From an optimization exercise on the open Yosys and OpenROAD flow, aimed at small area, a short achievable clock period and few clock cycles; shortcuts taken in it are not production practice.
Function was checked by simulation only, so behaviour that the tests miss may differ from the original.
Power and IR drop assume default switching activity.

<file path="flow/constraint.sdc">
create_clock -name core_clock -period 11.0 [get_ports {I_clk}]
set_input_delay 2.2000 -clock core_clock [delete_from_list [all_inputs] [get_ports {I_clk}]]
set_output_delay 2.2000 -clock core_clock [all_outputs]
set_load 0.01 [all_outputs]
</file>
<file path="flow/run.sh">
#!/bin/bash
# synth_recipe.tcl (not shown) runs the flow's synth.tcl, then flattens the netlist and writes it again
# the make line also repeats each setting of config.mk as NAME=value (left out here)
make -C /OpenROAD-flow-scripts/flow DESIGN_CONFIG=/design/flow/config.mk WORK_HOME=/design/flow/orfs CLKGATE_MAP_FILE= SYNTH_SCRIPT=/design/flow/synth_recipe.tcl finish
</file>
<file path="flow/design.v">
package dcache_pkg;
    typedef logic [32-1:0]          addr_t;
    typedef logic [8*8-1:0]    word_t;
    typedef logic [8-1:0]      strb_t;
    typedef logic [32*8-1:0]    line_t;
    typedef logic [32-$clog2(8)-$clog2(32)-1:0] tag_t;
    typedef logic [$clog2(8)-1:0]    index_t;
    typedef logic [$clog2((32 / 8))-1:0]   word_sel_t;
    typedef logic [$clog2(2)-1:0]    way_t;
    typedef enum logic [1:0] {OP_NONE, OP_READ, OP_WRITE} cpu_op_e;
    typedef enum logic [2:0] {
        ST_IDLE, ST_LOOKUP, ST_REFILL, ST_EVICT, ST_ALLOCATE
    } ctrl_state_e;
    typedef enum logic [2:0] {
        MV_IDLE, MV_AR, MV_R, MV_AW, MV_W, MV_B
    } mover_state_e;
endpackage
module dcache_way (
    input  logic                  I_clk,
    input  logic                  I_rst,
    input  dcache_pkg::index_t    index,
    input  dcache_pkg::tag_t      lookup_tag,
    input  logic                  fill_en,
    input  dcache_pkg::tag_t      fill_tag,
    input  dcache_pkg::line_t     fill_line,
    input  logic                  word_en,
    input  dcache_pkg::word_sel_t word_sel,
    input  dcache_pkg::word_t     word_data,
    input  dcache_pkg::strb_t     word_strb,
    output logic                  hit,
    output logic                  valid,
    output logic                  dirty,
    output dcache_pkg::tag_t      tag,
    output dcache_pkg::line_t     line
);
    logic [8-1:0] valid_bits;
    logic [8-1:0] dirty_bits;
    dcache_pkg::tag_t                tag_mem  [8];
    dcache_pkg::line_t               line_mem [8];
    dcache_pkg::line_t               merged;
    assign valid = valid_bits[index];
    assign dirty = dirty_bits[index];
    assign tag   = tag_mem[index];
    assign line  = line_mem[index];
    assign hit   = valid && (tag == lookup_tag);
    always_comb begin
        merged = line_mem[index];
        for (int b = 0; b < 8; b++) begin
            if (word_strb[b]) begin
                merged[(word_sel * 8 + b) * 8 +: 8] = word_data[b*8 +: 8];
            end
        end
    end
    always_ff @(posedge I_clk) begin
        if (I_rst) begin
            valid_bits <= '0;
            dirty_bits <= '0;
        end else if (fill_en) begin
            valid_bits[index] <= 1'b1;
            dirty_bits[index] <= 1'b0;
        end else if (word_en) begin
            dirty_bits[index] <= 1'b1;
        end
    end
    always_ff @(posedge I_clk) begin
        if (fill_en) begin
            tag_mem[index]  <= fill_tag;
            line_mem[index] <= fill_line;
        end else if (word_en) begin
            line_mem[index] <= merged;
        end
    end
endmodule
module dcache_hit_select (
    input  logic [2-1:0]   way_hit,
    input  logic [2-1:0]   way_valid,
    input  logic [2-1:0]   way_dirty,
    input  dcache_pkg::tag_t [2-1:0]      way_tag,
    input  dcache_pkg::line_t [2-1:0]     way_line,
    input  dcache_pkg::word_sel_t word_sel,
    output logic                  any_hit,
    output dcache_pkg::way_t      hit_way,
    output dcache_pkg::way_t      victim_way,
    output logic                  victim_dirty,
    output dcache_pkg::tag_t      victim_tag,
    output dcache_pkg::line_t     victim_line,
    output dcache_pkg::word_t     read_word
);
    localparam int BEAT_W = 8 * 8;
    assign any_hit = |way_hit;
    always_comb begin
        hit_way    = '0;
        victim_way = '0;
        for (int w = 2 - 1; w >= 0; w--) begin
            if (way_hit[w]) begin
                hit_way = dcache_pkg::way_t'(w);
            end
            if (!way_valid[w]) begin
                victim_way = dcache_pkg::way_t'(w);
            end
        end
    end
    assign victim_dirty = way_dirty[victim_way];
    assign victim_tag   = way_tag[victim_way];
    assign victim_line  = way_line[victim_way];
    assign read_word = way_line[hit_way][word_sel*BEAT_W +: BEAT_W];
endmodule
module dcache_line_mover (
    input  logic               I_clk,
    input  logic               I_rst,
    input  logic               refill_start,
    input  logic               evict_start,
    input  dcache_pkg::index_t index,
    input  dcache_pkg::tag_t   refill_tag,
    input  dcache_pkg::tag_t   victim_tag,
    input  dcache_pkg::line_t  victim_line,
    output logic               refill_done,
    output logic               evict_done,
    output dcache_pkg::line_t  fill_line,
    output dcache_pkg::addr_t  mem_araddr,
    output logic               mem_arvalid,
    input  logic               mem_arready,
    input  dcache_pkg::word_t  mem_rdata,
    input  logic               mem_rvalid,
    input  logic               mem_rlast,
    output dcache_pkg::addr_t  mem_awaddr,
    output logic               mem_awvalid,
    input  logic               mem_awready,
    output dcache_pkg::word_t  mem_wdata,
    output logic               mem_wvalid,
    output logic               mem_wlast,
    input  logic               mem_wready,
    input  logic               mem_bvalid
);
    localparam int LINE_OFF_W = $clog2(32);
    localparam int BEAT_W     = 8 * 8;
    dcache_pkg::mover_state_e state;
    dcache_pkg::word_sel_t    beat_cnt;
    dcache_pkg::line_t        line_buf;
    logic         w_fire;
    assign mem_araddr  = {refill_tag, index, {LINE_OFF_W{1'b0}}};
    assign mem_awaddr  = {victim_tag, index, {LINE_OFF_W{1'b0}}};
    assign mem_arvalid = (state == dcache_pkg::MV_AR);
    assign mem_awvalid = (state == dcache_pkg::MV_AW);
    assign mem_wvalid  = (state == dcache_pkg::MV_W);
    assign mem_wdata   = victim_line[beat_cnt*BEAT_W +: BEAT_W];
    assign mem_wlast   = mem_wvalid && (beat_cnt == dcache_pkg::word_sel_t'((32 / 8) - 1));
    assign w_fire      = mem_wvalid && mem_wready;
    assign evict_done  = (state == dcache_pkg::MV_B) && mem_bvalid;
    assign fill_line   = line_buf;
    always_ff @(posedge I_clk) begin
        if (I_rst) begin
            state       <= dcache_pkg::MV_IDLE;
            beat_cnt    <= '0;
            refill_done <= 1'b0;
        end else begin
            refill_done <= (state == dcache_pkg::MV_R) && mem_rvalid && mem_rlast;
            case (state)
                dcache_pkg::MV_IDLE: begin
                    if (refill_start) begin
                        state <= dcache_pkg::MV_AR;
                    end else if (evict_start) begin
                        state <= dcache_pkg::MV_AW;
                    end
                end
                dcache_pkg::MV_AR: if (mem_arready) state <= dcache_pkg::MV_R;
                dcache_pkg::MV_R: if (mem_rvalid && mem_rlast) state <= dcache_pkg::MV_IDLE;
                dcache_pkg::MV_AW: begin
                    if (mem_awready) begin
                        state    <= dcache_pkg::MV_W;
                        beat_cnt <= '0;
                    end
                end
                dcache_pkg::MV_W: begin
                    if (w_fire) begin
                        beat_cnt <= beat_cnt + 1'b1;
                        if (mem_wlast) state <= dcache_pkg::MV_B;
                    end
                end
                dcache_pkg::MV_B: if (mem_bvalid) state <= dcache_pkg::MV_IDLE;
                default: state <= dcache_pkg::MV_IDLE;
            endcase
        end
    end
    always_ff @(posedge I_clk) begin
        if ((state == dcache_pkg::MV_R) && mem_rvalid) begin
            line_buf <= {mem_rdata, line_buf[32*8-1:BEAT_W]};
        end
    end
endmodule
module dcache_ctrl (
    input  logic                  I_clk,
    input  logic                  I_rst,
    input  dcache_pkg::cpu_op_e   cpu_op,
    input  dcache_pkg::addr_t     cpu_addr,
    input  dcache_pkg::word_t     cpu_wdata,
    input  dcache_pkg::strb_t     cpu_wstrb,
    output logic                  cpu_ready,
    output logic                  cpu_rvalid,
    output dcache_pkg::word_t     cpu_rdata,
    output logic                  cpu_bvalid,
    input  logic                  any_hit,
    input  dcache_pkg::way_t      hit_way,
    input  dcache_pkg::way_t      victim_way,
    input  logic                  victim_dirty,
    input  dcache_pkg::word_t     read_word,
    output dcache_pkg::index_t    index,
    output dcache_pkg::tag_t      lookup_tag,
    output dcache_pkg::word_sel_t word_sel,
    output logic [2-1:0]   fill_en,
    output logic [2-1:0]   word_en,
    output dcache_pkg::word_t     word_data,
    output dcache_pkg::strb_t     word_strb,
    output logic                  refill_start,
    output logic                  evict_start,
    input  logic                  refill_done,
    input  logic                  evict_done
);
    localparam int WORD_OFF_W = $clog2(8);
    dcache_pkg::ctrl_state_e state;
    dcache_pkg::ctrl_state_e state_nxt;
    dcache_pkg::cpu_op_e     req_op;
    dcache_pkg::tag_t        req_tag;
    dcache_pkg::index_t      req_index;
    dcache_pkg::word_sel_t   req_sel;
    dcache_pkg::word_t       req_wdata;
    dcache_pkg::strb_t       req_wstrb;
    dcache_pkg::way_t        victim_q;
    logic        accept;
    logic        lookup_hit;
    assign cpu_ready    = (state == dcache_pkg::ST_IDLE);
    assign accept       = cpu_ready && (cpu_op != dcache_pkg::OP_NONE);
    assign lookup_hit   = (state == dcache_pkg::ST_LOOKUP) && any_hit;
    assign cpu_rvalid   = lookup_hit && (req_op == dcache_pkg::OP_READ);
    assign cpu_bvalid   = lookup_hit && (req_op == dcache_pkg::OP_WRITE);
    assign cpu_rdata    = read_word;
    assign refill_start = (state == dcache_pkg::ST_LOOKUP) && !any_hit;
    assign evict_start  = (state == dcache_pkg::ST_REFILL) && refill_done && victim_dirty;
    assign index      = req_index;
    assign lookup_tag = req_tag;
    assign word_sel   = req_sel;
    assign word_data  = req_wdata;
    assign word_strb  = req_wstrb;
    always_comb begin
        fill_en = '0;
        word_en = '0;
        if (state == dcache_pkg::ST_ALLOCATE) fill_en[victim_q] = 1'b1;
        if (cpu_bvalid) word_en[hit_way] = 1'b1;
    end
    always_ff @(posedge I_clk) begin
        if (accept) begin
            {req_tag, req_index, req_sel} <= cpu_addr[32-1:WORD_OFF_W];
            req_wdata <= cpu_wdata;
            req_wstrb <= cpu_wstrb;
        end
    end
    always_ff @(posedge I_clk) begin
        if (I_rst) begin
            state    <= dcache_pkg::ST_IDLE;
            req_op   <= dcache_pkg::OP_NONE;
            victim_q <= '0;
        end else begin
            state <= state_nxt;
            if (accept) req_op <= cpu_op;
            if (refill_start) victim_q <= victim_way;
        end
    end
    always_comb begin
        state_nxt = state;
        case (state)
            dcache_pkg::ST_IDLE: if (accept) state_nxt = dcache_pkg::ST_LOOKUP;
            dcache_pkg::ST_LOOKUP: state_nxt = any_hit ? dcache_pkg::ST_IDLE : dcache_pkg::ST_REFILL;
            dcache_pkg::ST_REFILL: begin
                if (refill_done) begin
                    state_nxt = victim_dirty ? dcache_pkg::ST_EVICT : dcache_pkg::ST_ALLOCATE;
                end
            end
            dcache_pkg::ST_EVICT: if (evict_done) state_nxt = dcache_pkg::ST_ALLOCATE;
            dcache_pkg::ST_ALLOCATE: state_nxt = dcache_pkg::ST_LOOKUP;
            default: state_nxt = dcache_pkg::ST_IDLE;
        endcase
    end
endmodule
module dcache_top (
    input  logic                I_clk,
    input  logic                I_rst,
    input  dcache_pkg::cpu_op_e cpu_op,
    input  dcache_pkg::addr_t   cpu_addr,
    input  dcache_pkg::word_t   cpu_wdata,
    input  dcache_pkg::strb_t   cpu_wstrb,
    output logic                cpu_ready,
    output logic                cpu_rvalid,
    output dcache_pkg::word_t   cpu_rdata,
    output logic                cpu_bvalid,
    output dcache_pkg::addr_t   mem_araddr,
    output logic                mem_arvalid,
    input  logic                mem_arready,
    input  dcache_pkg::word_t   mem_rdata,
    input  logic                mem_rvalid,
    input  logic                mem_rlast,
    output dcache_pkg::addr_t   mem_awaddr,
    output logic                mem_awvalid,
    input  logic                mem_awready,
    output dcache_pkg::word_t   mem_wdata,
    output logic                mem_wvalid,
    output logic                mem_wlast,
    input  logic                mem_wready,
    input  logic                mem_bvalid
);
    dcache_pkg::index_t    index;
    dcache_pkg::tag_t      lookup_tag;
    dcache_pkg::word_sel_t word_sel;
    dcache_pkg::word_t     word_data;
    dcache_pkg::strb_t     word_strb;
    logic [2-1:0]   fill_en;
    logic [2-1:0]   word_en;
    dcache_pkg::line_t     fill_line;
    logic [2-1:0]   way_hit;
    logic [2-1:0]   way_valid;
    logic [2-1:0]   way_dirty;
    dcache_pkg::tag_t [2-1:0]      way_tag;
    dcache_pkg::line_t [2-1:0]     way_line;
    logic                  any_hit;
    dcache_pkg::way_t      hit_way;
    dcache_pkg::way_t      victim_way;
    logic                  victim_dirty;
    dcache_pkg::tag_t      victim_tag;
    dcache_pkg::line_t     victim_line;
    dcache_pkg::word_t     read_word;
    logic                  refill_start;
    logic                  evict_start;
    logic                  refill_done;
    logic                  evict_done;
    dcache_ctrl u_ctrl (
        .I_clk        (I_clk),
        .I_rst        (I_rst),
        .cpu_op       (cpu_op),
        .cpu_addr     (cpu_addr),
        .cpu_wdata    (cpu_wdata),
        .cpu_wstrb    (cpu_wstrb),
        .cpu_ready    (cpu_ready),
        .cpu_rvalid   (cpu_rvalid),
        .cpu_rdata    (cpu_rdata),
        .cpu_bvalid   (cpu_bvalid),
        .any_hit      (any_hit),
        .hit_way      (hit_way),
        .victim_way   (victim_way),
        .victim_dirty (victim_dirty),
        .read_word    (read_word),
        .index        (index),
        .lookup_tag   (lookup_tag),
        .word_sel     (word_sel),
        .fill_en      (fill_en),
        .word_en      (word_en),
        .word_data    (word_data),
        .word_strb    (word_strb),
        .refill_start (refill_start),
        .evict_start  (evict_start),
        .refill_done  (refill_done),
        .evict_done   (evict_done)
    );
    generate
        for (genvar g = 0; g < 2; g++) begin : g_way
            dcache_way u_way (
                .I_clk      (I_clk),
                .I_rst      (I_rst),
                .index      (index),
                .lookup_tag (lookup_tag),
                .fill_en    (fill_en[g]),
                .fill_tag   (lookup_tag),
                .fill_line  (fill_line),
                .word_en    (word_en[g]),
                .word_sel   (word_sel),
                .word_data  (word_data),
                .word_strb  (word_strb),
                .hit        (way_hit[g]),
                .valid      (way_valid[g]),
                .dirty      (way_dirty[g]),
                .tag        (way_tag[g]),
                .line       (way_line[g])
            );
        end
    endgenerate
    dcache_hit_select u_hit_select (
        .way_hit      (way_hit),
        .way_valid    (way_valid),
        .way_dirty    (way_dirty),
        .way_tag      (way_tag),
        .way_line     (way_line),
        .word_sel     (word_sel),
        .any_hit      (any_hit),
        .hit_way      (hit_way),
        .victim_way   (victim_way),
        .victim_dirty (victim_dirty),
        .victim_tag   (victim_tag),
        .victim_line  (victim_line),
        .read_word    (read_word)
    );
    dcache_line_mover u_line_mover (
        .I_clk        (I_clk),
        .I_rst        (I_rst),
        .refill_start (refill_start),
        .evict_start  (evict_start),
        .index        (index),
        .refill_tag   (lookup_tag),
        .victim_tag   (victim_tag),
        .victim_line  (victim_line),
        .refill_done  (refill_done),
        .evict_done   (evict_done),
        .fill_line    (fill_line),
        .mem_araddr   (mem_araddr),
        .mem_arvalid  (mem_arvalid),
        .mem_arready  (mem_arready),
        .mem_rdata    (mem_rdata),
        .mem_rvalid   (mem_rvalid),
        .mem_rlast    (mem_rlast),
        .mem_awaddr   (mem_awaddr),
        .mem_awvalid  (mem_awvalid),
        .mem_awready  (mem_awready),
        .mem_wdata    (mem_wdata),
        .mem_wvalid   (mem_wvalid),
        .mem_wlast    (mem_wlast),
        .mem_wready   (mem_wready),
        .mem_bvalid   (mem_bvalid)
    );
endmodule
</file>
<file path="flow/config.mk">
export PLATFORM = sky130hd
export DESIGN_NAME = dcache_top
export DESIGN_NICKNAME = dcache_top
export VERILOG_FILES = /design/flow/design.v
export SDC_FILE = /design/flow/constraint.sdc
export NUM_CORES = 4
export LEC_CHECK = 0
export CAP_MARGIN = 20
export CORE_MARGIN = 2
export CORE_UTILIZATION = 40
export SLEW_MARGIN = 20
</file>
==> impl_metrics.json <==
{
  "seq_area_frac_synth_pct": 72.8,
  "synthFlopType": "edfxtp_1",
  "end_kind": "output pin",
  "dieArea_um2": 507000,
  "fin_crit_sh_pct": 87.5,
  "rsz0062_at_grt": "false",
  "hp-class": "reg -> reg",
  "critPathRequiredTime_ns": 8.80,
  "antenna_found_initial": 70,
  "stdcell_area_um2": 230000,
  "syn_area_um2": 201000,
  "crit_arrival_ns": 7.42,
  "cts_resized": 0,
  "first_iter_violations": 14031,
  "rows": 260,
  "grt_pass1_vias": 107649,
  "whs_ns": 0.459,
  "synth_area_leaders": "edfxtp_1 (72%), mux4_2 (13%), mux2_2 (2.3%), mux2i_1 (2.1%), mux2_1 (2.0%)",
  "routed-via-count": 108190,
  "gr-usage-all-layers_pct": 23.2,
  "die_y_um": 712,
  "hold_buffers": 0,
  "outcome": "no timing/DRC/antenna violations",
  "fin_util_pct": 45.9,
  "syn_inst": 10180,
  "ys_warn_count": 4,
  "leakagePower_uw": 0.0727,
  "syn_avg_cell_area_um2": 19.7,
  "maxCapViolCount": 0,
  "dp_hpwl_mm": 342,
  "cts_made_buffers": 521,
  "grt_pass1_wl_mm": 837,
  "final_cell_mix": "edfxtp_1 (4837), mux4_2 (1185), nand2_1 (641)",
  "core-area_um2": 501000,
  "slew_viol_final": 0,
  "pwr_density_cell_nw_per_um2": 252,
  "hold_viol": 0,
  "fin_nets": 10906,
  "yosys.cell_types.count": 67,
  "clockBufferDepth": 4,
  "initial_utilization_pct": 40.1,
  "grt_overflow": 0,
  "async_flop_share_pct": 0,
  "layout_commonest_cell": "edfxtp_1",
  "ir_drop_mv": 0.220,
  "min_period_ns": 9.62,
  "first_pass_iters": 6,
  "slew_headroom_pct": 19.1,
  "drive_gt1_share_pct": 24.0,
  "cts.sinks": 4884,
  "synth_area_leader_cell": "edfxtp_1",
  "clk_latency_ns": 1.07,
  "post_cts_buffers": 0,
  "wl_per_cell_um": 33.8,
  "htreeDepth": 6,
  "root_buffer": "clkbuf_16",
  "setup_tns_ns": 0,
  "clock_skew_ns": 0.0674,
  "layoutNonFillerInstCount": 17843,
  "drt.antenna.violating_nets": 0,
  "synth_edf_count": 4837,
  "area_delta_synth_final_pct": 14.5,
  "timing.fmax_mhz": 104,
  "gp_congestion": 0.797,
  "tightest_slew_ns": 1.21,
  "io_pins": 377,
  "io_buffer_count": 363,
  "setup_viol": 0,
  "place_area_um2": 213000,
  "cts_tree": "yes",
  "setup.worst_path.start_class": "flip-flop",
  "die_width_um": 712,
  "grt_max_degree": 140,
  "ys_seq_elements": 4884,
  "crit_path_max_fanout": 85,
  "via_per_inst": 6.06,
  "yosys.area.top_type_share_pct": 72.4,
  "drc": 0,
  "crit_type": "reg -> out",
  "path_clk_slew_ns": 0.06,
  "dp.cells": 16875,
  "drt-total-wl_mm": 603
}
==> final cells by class <==
| cell class | count | area (um^2) |
|---|---|---|
| Tap cell | 6681 | 8360 |
| Timing Repair Buffer | 647 | 6730 |
| Clock inverter | 266 | 2480 |
| Clock buffer | 643 | 14000 |
| Sequential cell | 4884 | 146000 |
| Fill cell | 41477 | 271000 |
| Multi-Input combinational cell | 4648 | 51900 |
| Inverter | 17 | 63.8 |
| Antenna cell | 57 | 143 |
==> sequential cells by signal, indices dropped and copies added (netlist names), 8 cells and up, named ones only <==
| name | cells |
|---|---|
| g_way.u_way.line_mem | 4096 |
| g_way.u_way.tag_mem | 384 |
| g_way.u_way.valid_bits | 16 |
| u_ctrl.req_tag | 24 |
| u_ctrl.req_wdata | 64 |
| u_ctrl.req_wstrb | 8 |
| u_line_mover.line_buf | 256 |
==> logic make-up (layout without fill, tap and decap cells) <==
kind of cell | Yosys count | after routing | share of synthesized area (%)
other | 1 | 67 | 0.00187
xor gates and xnor gates | 23 | 23 | 0.100
and+or+nand+nor | 1204 | 1204 | 2.68
DFF | 4884 | 4884 | 72.8
AOI/OAI and AO/OA | 1026 | 1026 | 3.11
buffers and inverters | 657 | 1573 | 1.50
adders and majority gates | 9 | 9 | 0.0561
muxes | 2376 | 2376 | 19.7
==> worst max-delay path, stage by stage, from the launching register on <==
cell and delay (ns):
dfxtp_4 0.77, buf_12 0.59, mux4_2 0.59, mux2i_1 0.28, xor2_1 0.35, nand3_1 0.13
nand4b_1 0.23, or4_4 0.65, nor2_4 0.57, buf_12 0.37, mux2_2 0.39, nand4_1 0.47
clkdlybuf4s50_1 0.70
==> synthesized netlist by cell type (32+ instances only) <==
master    instances
a21oi_1         104
a22o_1          134
nor2_1          231
o22ai_1          32
o21ai_0         545
mux2_1          361
buf_4            52
clkbuf_1        317
or3_1            79
buf_1            98
mux4_2         1185
nand4_1          76
nand2_1         647
buf_2           152
edfxtp_1       4837
a22oi_1         163
dfxtp_1          47
mux2_2          407
mux2i_1         423
==> where the power goes <==
part           switching [uW]  internal, uW  leakage, uW
Combinational           10800          8180       0.0207
Sequential                618         21200       0.0439
Clock                    7210          9910      0.00804
==> routing by layer <==
| metal | part of all wire, % | track usage [%] |
|---|---|---|
| met5 | 0.041 | 0 |
| met3 | 10 | 4.84 |
| met4 | 3.2 | 6.83 |
| met2 | 47 | 37.3 |
| met1 | 40 | 32.1 |
==> worst paths after layout <==
path / start / endpoint / slack (ns) / cells after the start
setup / recovery: flip-flop / cpu_rdata[12] / 1.38 / 12
hold / removal: u_line_mover.line_buf[79]$_DFFE_PP_ / u_line_mover.line_buf[15]$_DFFE_PP_ / 0.46 / 0
setup reg to reg: flip-flop / g_way[1].u_way.line_mem[4][125]$_DFFE_PP_ / 3.91 / 14
hold reg to reg: u_line_mover.line_buf[79]$_DFFE_PP_ / u_line_mover.line_buf[15]$_DFFE_PP_ / 0.46 / 0
==> stage by stage <==
stage,power [uW],setup WS [ns]
2_1_floorplan,34000,-3.51
3_3_place_gp,40900,2.13
3_5_place_dp,41200,2.14
4_1_cts,58300,0.989
5_1_grt,60000,0.990
6_report,57900,1.38
Testbench counts, summed over its fixed seeds: cycles 124,726.

## what the ideal ports hide
The results above use ideal ports. As a check the final layout listed here was re-extracted and re-timed, cells and wires unchanged. Step 1: set_driving_cell puts a clkbuf_16 on I_clk and a buf_2 on each other input, an assumption about the parent block. Step 2, shift: input delay + t, output delay - t, t = (earliest + latest rising clock arrival at the registers) / 2. This alone moves slack from input paths to output paths. Three values: no drivers, after step 1, after step 2; two values: the first two.
t (ns): 1.173
setup slack, ns: 1.379 / 1.249 / 2.423
hold slack, ns: 0.459 / 0.459 / 0.459
worst register clock-pin slew, ns: 0.07 / 0.07
After both steps this run still meets setup and hold. For this run, drivers alone change the setup slack by -0.130 ns; drivers and shift together by +1.044 ns.
